Context: an optimization exercise on an open-source flow, tuned for small area and a short achievable clock period. The choices shown serve that exercise and are no tape-out recipe. Only simulation tests tie the RTL to the original design; equivalence was not proved. Power figures rest on the tool's default switching activity, not on a simulated workload.

**flow/run.sh**
```bash
#!/bin/bash
# synth_recipe.tcl (not shown) runs the flow's synth.tcl, then flattens the netlist and writes it again
# the make line also repeats each setting of config.mk as NAME=value (left out here)
make -C /OpenROAD-flow-scripts/flow DESIGN_CONFIG=/design/flow/config.mk WORK_HOME=/design/flow/orfs CLKGATE_MAP_FILE= SYNTH_SCRIPT=/design/flow/synth_recipe.tcl finish
```
**flow/config.mk**
```make
export PLATFORM = sky130hd
export DESIGN_NAME = cpu_mem_responder
export DESIGN_NICKNAME = cpu_mem_responder
export VERILOG_FILES = /design/flow/design.v
export SDC_FILE = /design/flow/constraint.sdc
export NUM_CORES = 4
export LEC_CHECK = 0
export ABC_CLOCK_PERIOD_IN_PS = 2400
export CAP_MARGIN = 20
export CORE_MARGIN = 2
export CORE_UTILIZATION = 40
export CTS_CLUSTER_DIAMETER = 100
export CTS_CLUSTER_SIZE = 25
export SETUP_SLACK_MARGIN = 2.4
export SLEW_MARGIN = 20
export SYNTH_HIERARCHICAL = 1
```
**flow/constraint.sdc**
```tcl
create_clock -name core_clock -period 5.0 [get_ports {clk}]
set_input_delay 1.0000 -clock core_clock [delete_from_list [all_inputs] [get_ports {clk}]]
set_output_delay 1.0000 -clock core_clock [all_outputs]
set_load 0.01 [all_outputs]
```
**flow/design.v**
```verilog
package cpu_mem_pkg;
    localparam int MEM_ADDR_W = 8;
    localparam int MEM_DATA_W = 16;
    localparam int CNT_W = 4;
    typedef enum logic [1:0] {
        IDLE = 2'd0,
        WAIT = 2'd1,
        RESP = 2'd2
    } state_t;
endpackage
module resp_mem_array #(
    parameter int DATA_W = cpu_mem_pkg::MEM_DATA_W,
    parameter int DEPTH  = 200,
    parameter int NGRP   = 4
) (
    input  logic              clk,
    input  logic [DEPTH-1:0]  sel,
    input  logic              we,
    input  logic [DATA_W-1:0] wdata,
    output logic [NGRP-1:0][DATA_W-1:0] rpart
);
    localparam int GSIZE = (DEPTH + NGRP - 1) / NGRP;
    logic [DATA_W-1:0] mem_array [0:DEPTH-1];
    for (genvar i = 0; i < DEPTH; i++) begin : g_word
        resp_mem_word #(
            .DATA_W (DATA_W)
        ) u_word (
            .clk   (clk),
            .load  (we && sel[i]),
            .hold  (!(we && sel[i])),
            .wdata (wdata),
            .q     (mem_array[i])
        );
    end
    logic [NGRP-1:0][DATA_W-1:0] part;
    always_comb begin
        for (int g = 0; g < NGRP; g++) begin
            part[g] = '0;
            for (int i = g * GSIZE; i < (g + 1) * GSIZE && i < DEPTH; i++) begin
                part[g] = part[g] | (mem_array[i] & {DATA_W{sel[i]}});
            end
        end
    end
    always_ff @(posedge clk) begin
        rpart <= part;
    end
endmodule
module resp_mem_word #(
    parameter int DATA_W = cpu_mem_pkg::MEM_DATA_W
) (
    input  logic              clk,
    input  logic              load,
    input  logic              hold,
    input  logic [DATA_W-1:0] wdata,
    output logic [DATA_W-1:0] q
);
    always_ff @(posedge clk) begin
        q <= (q & {DATA_W{hold}}) | (wdata & {DATA_W{load}});
    end
endmodule
module cpu_mem_responder #(
    parameter int ADDR_W   = cpu_mem_pkg::MEM_ADDR_W,
    parameter int DATA_W   = cpu_mem_pkg::MEM_DATA_W,
    parameter int DEPTH    = 200,
    parameter int WAIT_CYC = 2
) (
    input  logic              clk,
    input  logic              rst,
    input  logic              req,
    input  logic              wr,
    input  logic [ADDR_W-1:0] addr,
    input  logic [DATA_W-1:0] wdata,
    output logic              ack,
    output logic [DATA_W-1:0] rdata,
    output logic              err,
    output logic              busy
);
    generate
        if (WAIT_CYC < 1 || WAIT_CYC > 15 || DEPTH < 1 ||
            64'(DEPTH) > (64'd1 << ADDR_W)) begin : g_param_check
            $error("cpu_mem_responder: illegal WAIT_CYC or DEPTH");
        end
    endgenerate
    localparam int NST  = WAIT_CYC + 1;    
    localparam int NGRP = 4;               
    logic [NST-1:0]    ph;
    logic              ack_reg;
    logic              err_reg;
    logic              busy_reg;
    logic              oor_q;       
    logic              rd_upd;      
    logic              rd_upd2;     
    logic              we_q;        
    logic [DEPTH-1:0]  sel_q;       
    logic [DATA_W-1:0] wdata_q;
    logic [DATA_W-1:0] rdata_reg;
    logic [NGRP-1:0][DATA_W-1:0] mem_rpart;
    logic [DATA_W-1:0] mem_rdata;
    logic              accept;
    logic              in_range;
    logic [DEPTH-1:0]  sel_dec;
    always_comb begin
        accept   = rst && req && (ph == '0);
        in_range = 32'(addr) < 32'(DEPTH);
        for (int i = 0; i < DEPTH; i++) begin
            sel_dec[i] = (32'(addr) == i);
        end
    end
    always_ff @(posedge clk) begin
        sel_q   <= sel_dec;
        wdata_q <= wdata;
        we_q    <= accept && wr;
    end
    resp_mem_array #(
        .DATA_W (DATA_W),
        .DEPTH  (DEPTH),
        .NGRP   (NGRP)
    ) u_mem (
        .clk   (clk),
        .sel   (sel_q),
        .we    (we_q),
        .wdata (wdata_q),
        .rpart (mem_rpart)
    );
    always_comb begin
        mem_rdata = '0;
        for (int g = 0; g < NGRP; g++) begin
            mem_rdata = mem_rdata | mem_rpart[g];
        end
    end
    always_ff @(posedge clk) begin
        if (!rst) begin
            ph        <= '0;
            ack_reg   <= 1'b0;
            err_reg   <= 1'b0;
            busy_reg  <= 1'b0;
            rd_upd    <= 1'b0;
            rd_upd2   <= 1'b0;
            rdata_reg <= '0;
        end else begin
            ph        <= {ph[NST-2:0], accept};
            ack_reg   <= ph[NST-1];
            err_reg   <= ph[NST-1] && oor_q;
            busy_reg  <= accept || (ph != '0);
            rd_upd    <= accept && (!wr || !in_range);
            rd_upd2   <= rd_upd;
            if (rd_upd2) begin
                rdata_reg <= mem_rdata;
            end
        end
    end
    always_ff @(posedge clk) begin
        if (accept) begin
            oor_q <= !in_range;
        end
    end
    assign ack   = ack_reg;
    assign err   = err_reg;
    assign busy  = busy_reg;
    assign rdata = rdata_reg;
endmodule
```
==> results of run 1 <==
## how the worst min path moves through the flow
stage / to / slack [ns] / cells past startpoint
after floorplan: rd_upd2 / 0.41 / 1
after global placement: rd_upd2 / 0.42 / 1
after detailed placement: rd_upd2 / 0.42 / 1
after CTS: rd_upd2 / 0.44 / 1
after global routing: rd_upd2 / 0.48 / 1
final: rd_upd2 / 0.44 / 1
## stage by stage
stage	total power [mW]	hold slack, ns	setup slack [ns]	cells
2_1_floorplan	29.71	0.4119	2.652	10590
3_3_place_gp	30.29	0.4191	1.114	13760
5_1_grt	46.13	0.4831	2.212	13980
4_1_cts	45.09	0.4441	2.138	13970
3_5_place_dp	30.34	0.4220	1.327	13770
6_report	45.04	0.4411	2.247	13990
## cell type report
type / instances / share of cell area [%]
clock inverter: 9 / 0.1123
clock buffer: 175 / 3.276
tap: 4180 / 4.010
timing repair buffer: 294 / 2.003
inverter: 201 / 0.9326
multi-input combinational: 5611 / 35.68
antenna: 17 / 0.03262
sequential: 3506 / 53.95
## timing repair
| item | CTS | global route |
|---|---|---|
| gates cloned | 0 | 0 |
| setup buffers | 15 | 5 |
| setup endpoints to repair | 2219 | 1209 |
| gates resized for setup | 244 | 142 |
| pin swaps | 9 | 11 |
## power groups by stage
stage | logic (mW) | registers [mW] | clock network (mW)
after global routing | 1.19 | 28.6 | 16.3
after global placement | 1.10 | 29.2 | 0
after CTS | 1.14 | 28.6 | 15.4
after floorplan | 0.434 | 29.3 | 0
after detailed placement | 1.13 | 29.2 | 0
final | 1.16 | 28.6 | 15.3
## placed cells by master (no fill, tap or decap), drive strengths merged, types with 4 or more instances in the layout
cell type	instances
a21oi	16
a221oi	640
a22o	3840
a22oi	320
and2	4
buf	256
clkbuf	176
clkdlybuf4s15	5
clkdlybuf4s50	26
clkinv	4
clkinvlp	123
dfxtp	3505
diode	17
dlygate4sd2	6
inv	82
nand2	201
nand3	64
nand4	193
nand4b	6
nand4bb	12
nor2	202
nor4	16
o21ai	16
or4	66
or4b	8
## kinds of logic (layout without fill, tap and decap cells)
group,Yosys count,in the layout,share of synthesized area [%]
buf+inv,1475,679,9.541
flops,3506,3506,54.71
compound gates,4835,4835,32.67
simple gates,776,776,3.082
other cells,0,17,0
## layer usage
layer / global-route usage (%) / up-vias / share of wire [%]
met3: 5.080 / 933 / 9.6
met4: 13.05 / 28 / 5.1
met2: 41.74 / 5523 / 44
li1: - / 39980 / -
met5: 0 / - / 0.041
met1: 37.55 / 49360 / 41
==> results.sh, run 1 <==
export IMPL_status="complete, no violations"
export IMPL_cp_max_fo=17
export IMPL_wl_per_cell_um=33.45
export IMPL_synth_edf_count=1
export IMPL_syn_area_um2=128300
export IMPL_synthCells=10590
export IMPL_fin_crit_ns=2.754
export IMPL_fp_dieW_um=570.4
export IMPL_critPathRequiredTime_ns=5.73
export IMPL_power_switching_mw=10.19
export IMPL_pin_count=47
export IMPL_cp_slowest_cell="or4_1"
export IMPL_drv_cap=0
export IMPL_dieArea_um2=325300
export IMPL_grt_pass1_wl_mm=668.2
export IMPL_largest_register="u_mem.g_word.u_word.q"
export IMPL_finalSetupTns_ns=0
export IMPL_avgSynthCellArea_um2=12.11
export IMPL_seqPwrFrac_pct=63.4
export IMPL_dp_hpwl_mm=302.1
export IMPL_drc=0
export IMPL_grt_pass1_vias=89650
export IMPL_crit_path_max_incr_delay_ns=0.74
export IMPL_crit_path_start="sel_q[69]"
export IMPL_synth_top_cell_by_area="dfxtp_1"
export IMPL_overflow=0
export IMPL_r2r_cells=4
export IMPL_crit_end="u_mem.rpart[18]"
export IMPL_synth_top_area_share_pct=54.68
export IMPL_die_y_um=570.4
export IMPL_swShare_pct=22.62
export IMPL_core_um2=318600
export IMPL_r2r_end="u_mem.rpart[18]"
export IMPL_ys_top_cells_by_count="a22o_1, dfxtp_1, buf_6"
export IMPL_postPlaceCellArea_um2=124600
export IMPL_dr_pass1_iters=6
export IMPL_layout_drive_gt1_share_pct=8.095
export IMPL_clockPowerShare_pct=34.0
export IMPL_yosys_warnings=10
export IMPL_endpoint_kind="register"
export IMPL_p_int_mw=34.85
export IMPL_r2r_setup_slack_ns=2.25
export IMPL_setup_viol=0
export IMPL_numCtsBuffers=168
export IMPL_rsz0062_at_grt="true"
export IMPL_ant_nets=0
export IMPL_ir_drop_v=0.0002987
export IMPL_finalMaxSlewViolations=0
export IMPL_hp_start="rd_upd"
export IMPL_ys_ff_latch=3506
export IMPL_yosys_most_used_dff="dfxtp_1"
export IMPL_n_fill_cell=29740
export IMPL_p_leak_nw=48.55
export IMPL_drt_iter0_drc=13340
export IMPL_cts_tree="built"
export IMPL_hold_violations=0
export IMPL_cp_cell_sequence="a22o_1, a221oi_2, nand4_1, or4_1"
export IMPL_portBuffers=46
export IMPL_drt_total_wl_mm=468.0
export IMPL_synth_area_leaders="dfxtp_1, a22o_1, buf_6"
export IMPL_synth_nets=10620
export IMPL_ys_types=32
export IMPL_power_frac_comb_pct=2.6
export IMPL_cp_arrival_ns=3.48
export IMPL_crit_family="simple AND/OR/NAND/NOR gates"
export IMPL_yosysMostFrequentCell="a22o_1"
export IMPL_syn_to_final_growth_pct=1.629
export IMPL_vias=95820
export IMPL_cts_max_level=4
export IMPL_grt_max_degree=141
export IMPL_start_util_pct=40.28
export IMPL_clk_pin_slew_worst_paths_ns=0.10
export IMPL_path_class="register to register"
export IMPL_cp_depth=4
export IMPL_post_route_period_util_pct=55.07
export IMPL_grtUsageTotal_pct=27.47
export IMPL_min_delay_path_class="register to register"
export IMPL_clock_fmax_ghz=0.3632
export IMPL_yosysSeqAreaShare_pct=54.71
export IMPL_largest_reg_flops=3200
export IMPL_crit_buf_inv=0
export IMPL_regArea_um2=70360
export IMPL_antenna_found_initial=37
export IMPL_multi_input_area_um2=46530
export IMPL_async_reset_ff_share_pct=0
export IMPL_nets=9810
export IMPL_clock_sinks=3506
export IMPL_reg_top3="u_mem.g_word.u_word.q: 3200 flops, sel_q: 200 flops, u_mem.rpart: 64 flops"
export IMPL_finClkSkew_ns=0.07225
export IMPL_relSlewSlack_pct=8.621
export IMPL_clock_path_buffers=4
export IMPL_clk_insertion_delay_late_ns=0.92
export IMPL_place_gp_congestion=0.9694
export IMPL_power_density_nw_per_um2=345.4
export IMPL_final_cell_area_um2=130400
export IMPL_start_kind="register"
export IMPL_num_rows=207
export IMPL_worstReg2RegStart="sel_q[69]"
export IMPL_drt_vias_per_instance=6.848
export IMPL_worst_pin_slew_ns=1.371
export IMPL_cts_hold_fix_buffers=0
export IMPL_cts_root_buf="clkbuf_16"
export IMPL_fin_util_pct=40.94
==> inputs of run 2 (changes only) <==
--- a/flow/config.mk
+++ b/flow/config.mk
@@ -9,8 +9,8 @@
 export CAP_MARGIN = 20
 export CORE_MARGIN = 2
-export CORE_UTILIZATION = 40
+export CORE_UTILIZATION = 52
 export CTS_CLUSTER_DIAMETER = 100
 export CTS_CLUSTER_SIZE = 25
-export SETUP_SLACK_MARGIN = 2.4
+export SETUP_SLACK_MARGIN = 2.3
 export SLEW_MARGIN = 20
 export SYNTH_HIERARCHICAL = 1
==> run 2 against run 1 <==
- core utilization rose by 11 points
- fmax fell by 1.5%
- non-clock buffer count rose by 8
- largest cell class unchanged
- critical endpoint is now u_mem.rpart[59]
- worst hold slack improved by 0.011 ns
==> results.sh, run 2 <==
export IMPL_clk_insertion_delay_late_ns=0.87
export IMPL_syn_area_um2=128300
export IMPL_hold_violations=0
export IMPL_vias=95530
export IMPL_grt_pass1_vias=88740
export IMPL_cts_max_level=4
export IMPL_num_rows=182
export IMPL_synth_top_cell_by_area="dfxtp_1"
export IMPL_core_um2=245700
export IMPL_antenna_found_initial=34
export IMPL_grtUsageTotal_pct=35.19
export IMPL_dr_pass1_iters=8
export IMPL_synth_edf_count=1
export IMPL_reg_top3="u_mem.g_word.u_word.q: 3200 flops, sel_q: 200 flops, u_mem.rpart: 64 flops"
export IMPL_drt_iter0_drc=13200
export IMPL_yosysSeqAreaShare_pct=54.71
export IMPL_power_frac_comb_pct=2.6
export IMPL_endpoint_kind="register"
export IMPL_fin_util_pct=52.27
export IMPL_total_power_mw=44.61
export IMPL_hp_start="rd_upd"
export IMPL_clockPowerShare_pct=33.4
export IMPL_final_cell_mix="a22o_1, dfxtp_1, a221oi_1"
export IMPL_fin_crit_ns=2.796
export IMPL_drv_cap=0
export IMPL_clock_sinks=3506
export IMPL_dp_hpwl_mm=297.3
export IMPL_seqPwrFrac_pct=64.0
export IMPL_ys_types=32
export IMPL_ys_top_cells_by_count="a22o_1, dfxtp_1, buf_6"
export IMPL_place_gp_congestion=0.9384
export IMPL_swShare_pct=22.44
export IMPL_cts_tree="built"
export IMPL_grt_max_degree=140
export IMPL_rsz0062_at_grt="true"
export IMPL_post_route_period_util_pct=55.92
export IMPL_portBuffers=46
export IMPL_final_common_cell="a22o_1"
export IMPL_die_y_um=500.8
export IMPL_synthCells=10590
export IMPL_critPathRequiredTime_ns=5.71
export IMPL_wl_per_cell_um=35.26
export IMPL_synth_area_leaders="dfxtp_1, a22o_1, buf_6"
export IMPL_drc=0
export IMPL_min_delay_path_class="register to register"
export IMPL_start_util_pct=52.22
export IMPL_largest_reg_flops=3200
export IMPL_clock_path_buffers=3
export IMPL_cts_root_buf="clkbuf_16"
export IMPL_crit_path_start="sel_q[163]"
export IMPL_overflow=0
export IMPL_largest_register="u_mem.g_word.u_word.q"
export IMPL_drt_vias_per_instance=7.326
export IMPL_path_class="register to register"
export IMPL_finClkSkew_ns=0.03581
export IMPL_final_cells=13040
export IMPL_ant_nets=0
export IMPL_p_int_mw=34.60
export IMPL_drt_total_wl_mm=459.8
export IMPL_layout_drive_gt1_share_pct=5.949
export IMPL_grt_pass1_wl_mm=657.2
export IMPL_synth_nets=10620
export IMPL_clock_fmax_ghz=0.3577
export IMPL_power_density_nw_per_um2=347.4
export IMPL_dp_cells=12820
export IMPL_fp_dieW_um=500.8
export IMPL_yosys_most_used_dff="dfxtp_1"
export IMPL_cp_max_fo=17
export IMPL_ir_drop_v=0.0004045
export IMPL_yosys_warnings=10
export IMPL_relSlewSlack_pct=10.11
export IMPL_start_kind="register"
export IMPL_finalSetupTns_ns=0
export IMPL_finalMaxSlewViolations=0
export IMPL_setup_viol=0
export IMPL_status="complete, no violations"
export IMPL_clk_pin_slew_worst_paths_ns=0.10
export IMPL_ys_ff_latch=3506
export IMPL_n_fill_cell=21250
export IMPL_async_reset_ff_share_pct=0
export IMPL_avgSynthCellArea_um2=12.11
export IMPL_synth_top_area_share_pct=54.68
export IMPL_worstReg2RegStart="sel_q[163]"
export IMPL_yosysMostFrequentCell="a22o_1"
export IMPL_dieArea_um2=250800
export IMPL_numCtsBuffers=158
export IMPL_worst_pin_slew_ns=1.348
export IMPL_power_switching_mw=10.01
export IMPL_cp_arrival_ns=3.50
export IMPL_nets=9808
export IMPL_cts_hold_fix_buffers=0
export IMPL_syn_to_final_growth_pct=0.09191
export IMPL_p_leak_nw=49.26
export IMPL_pin_count=47
-- run 2: cell counts after synthesis --
No cell type changed its count.
-- run 2: area by class of cell --
class                      count  area [µm²]  share of cell area (%)
sequential                  3506       70290                   54.72
clock inverter                 9       75.07                 0.05845
antenna                       20       50.05                 0.03897
timing repair buffer         302        2739                   2.132
multi-input combinational   5611       46190                   35.96
clock buffer                 171        4161                   3.240
tap                         3220        4029                   3.137
inverter                     201       904.6                  0.7043
-- run 2: cell families after synthesis --
group	Yosys count	synth area share, %
buffers and inverters	1475	9.541
and+or+nand+nor	776	3.082
DFF	3506	54.71
AOI/OAI and AO/OA	4835	32.67
-- run 2: final timing paths --
path                     endpoint  slack [ns]  cells past startpoint
setup / recovery  u_mem.rpart[59]        2.20                      3
hold reg to reg           rd_upd2        0.45                      1
setup reg to reg  u_mem.rpart[59]        2.20                      3
hold / removal            rd_upd2        0.45                      1
-- run 2: through the flow --
step                      instance area, µm²  hold slack, ns  setup slack, ns
after global placement                123400          0.4272           0.9308
after floorplan                       128300          0.4119            2.652
final                                 128400          0.4523            2.204
after global routing                  128400          0.5002            2.293
after CTS                             128200          0.4578            2.280
after detailed placement              123500          0.4354            1.337
-- run 2: metal layers --
metal | global-route usage, % | vias to the layer above | wire length [µm]
li1 | - | 39940 | -
met1 | 49.57 | 49200 | 194200
met2 | 52.87 | 5490 | 200200
met3 | 6.462 | 875 | 43460
met4 | 14.83 | 28 | 21880
met5 | 0 | - | 180
-- run 2: worst max-delay path, cell delays in order (launching register included) --
cell	delay, ns
dfxtp_1	0.69
a221oi_1	0.81
nand4_1	0.47
or4_1	0.64
-- run 2: repair_timing --
action	in CTS	in global routing
pin swaps	4	8
hold endpoints to repair	0	0
gates resized for setup	94	39
endpoints found under the setup margin	2604	328
setup buffers	19	0
-- run 2: power by group through the flow --
stage | Combinational, mW | Sequential (mW) | Clock (mW)
after detailed placement | 1.12 | 29.2 | 0
after CTS | 1.14 | 28.5 | 15.0
after global placement | 1.09 | 29.2 | 0
final | 1.16 | 28.6 | 14.9
after floorplan | 0.434 | 29.3 | 0
after global routing | 1.19 | 28.6 | 16.0

-- port drivers added, routing unchanged --
How much do the figures lean on ideal ports? The routed layouts below were timed once more, with nothing changed but the port constraints. Step 1: set_driving_cell puts a clkbuf_16 on clk and a buf_2 on each other input, an assumption about the parent block. Step 2 moves the port delays by t, midway between the first and last clock arrival at a register: inputs arrive t later, outputs are due t later. That takes back most of the time a late clock gives input paths. Three values: ideal, step 1, step 2; two values: the first two.
| run | t, ns | slack for setup (ns) | worst register clock-pin slew, ns |
|---|---|---|---|
| run 1 | 0.989 | 2.247 / 2.223 / 1.234 | 0.11 / 0.11 |
| run 2 | 0.953 | 2.204 / 2.165 / 1.212 | 0.11 / 0.11 |
After both steps every run listed still meets setup and hold. For run 1, which loses most, drivers alone change the setup slack by -0.024 ns; drivers and shift together by -1.013 ns.
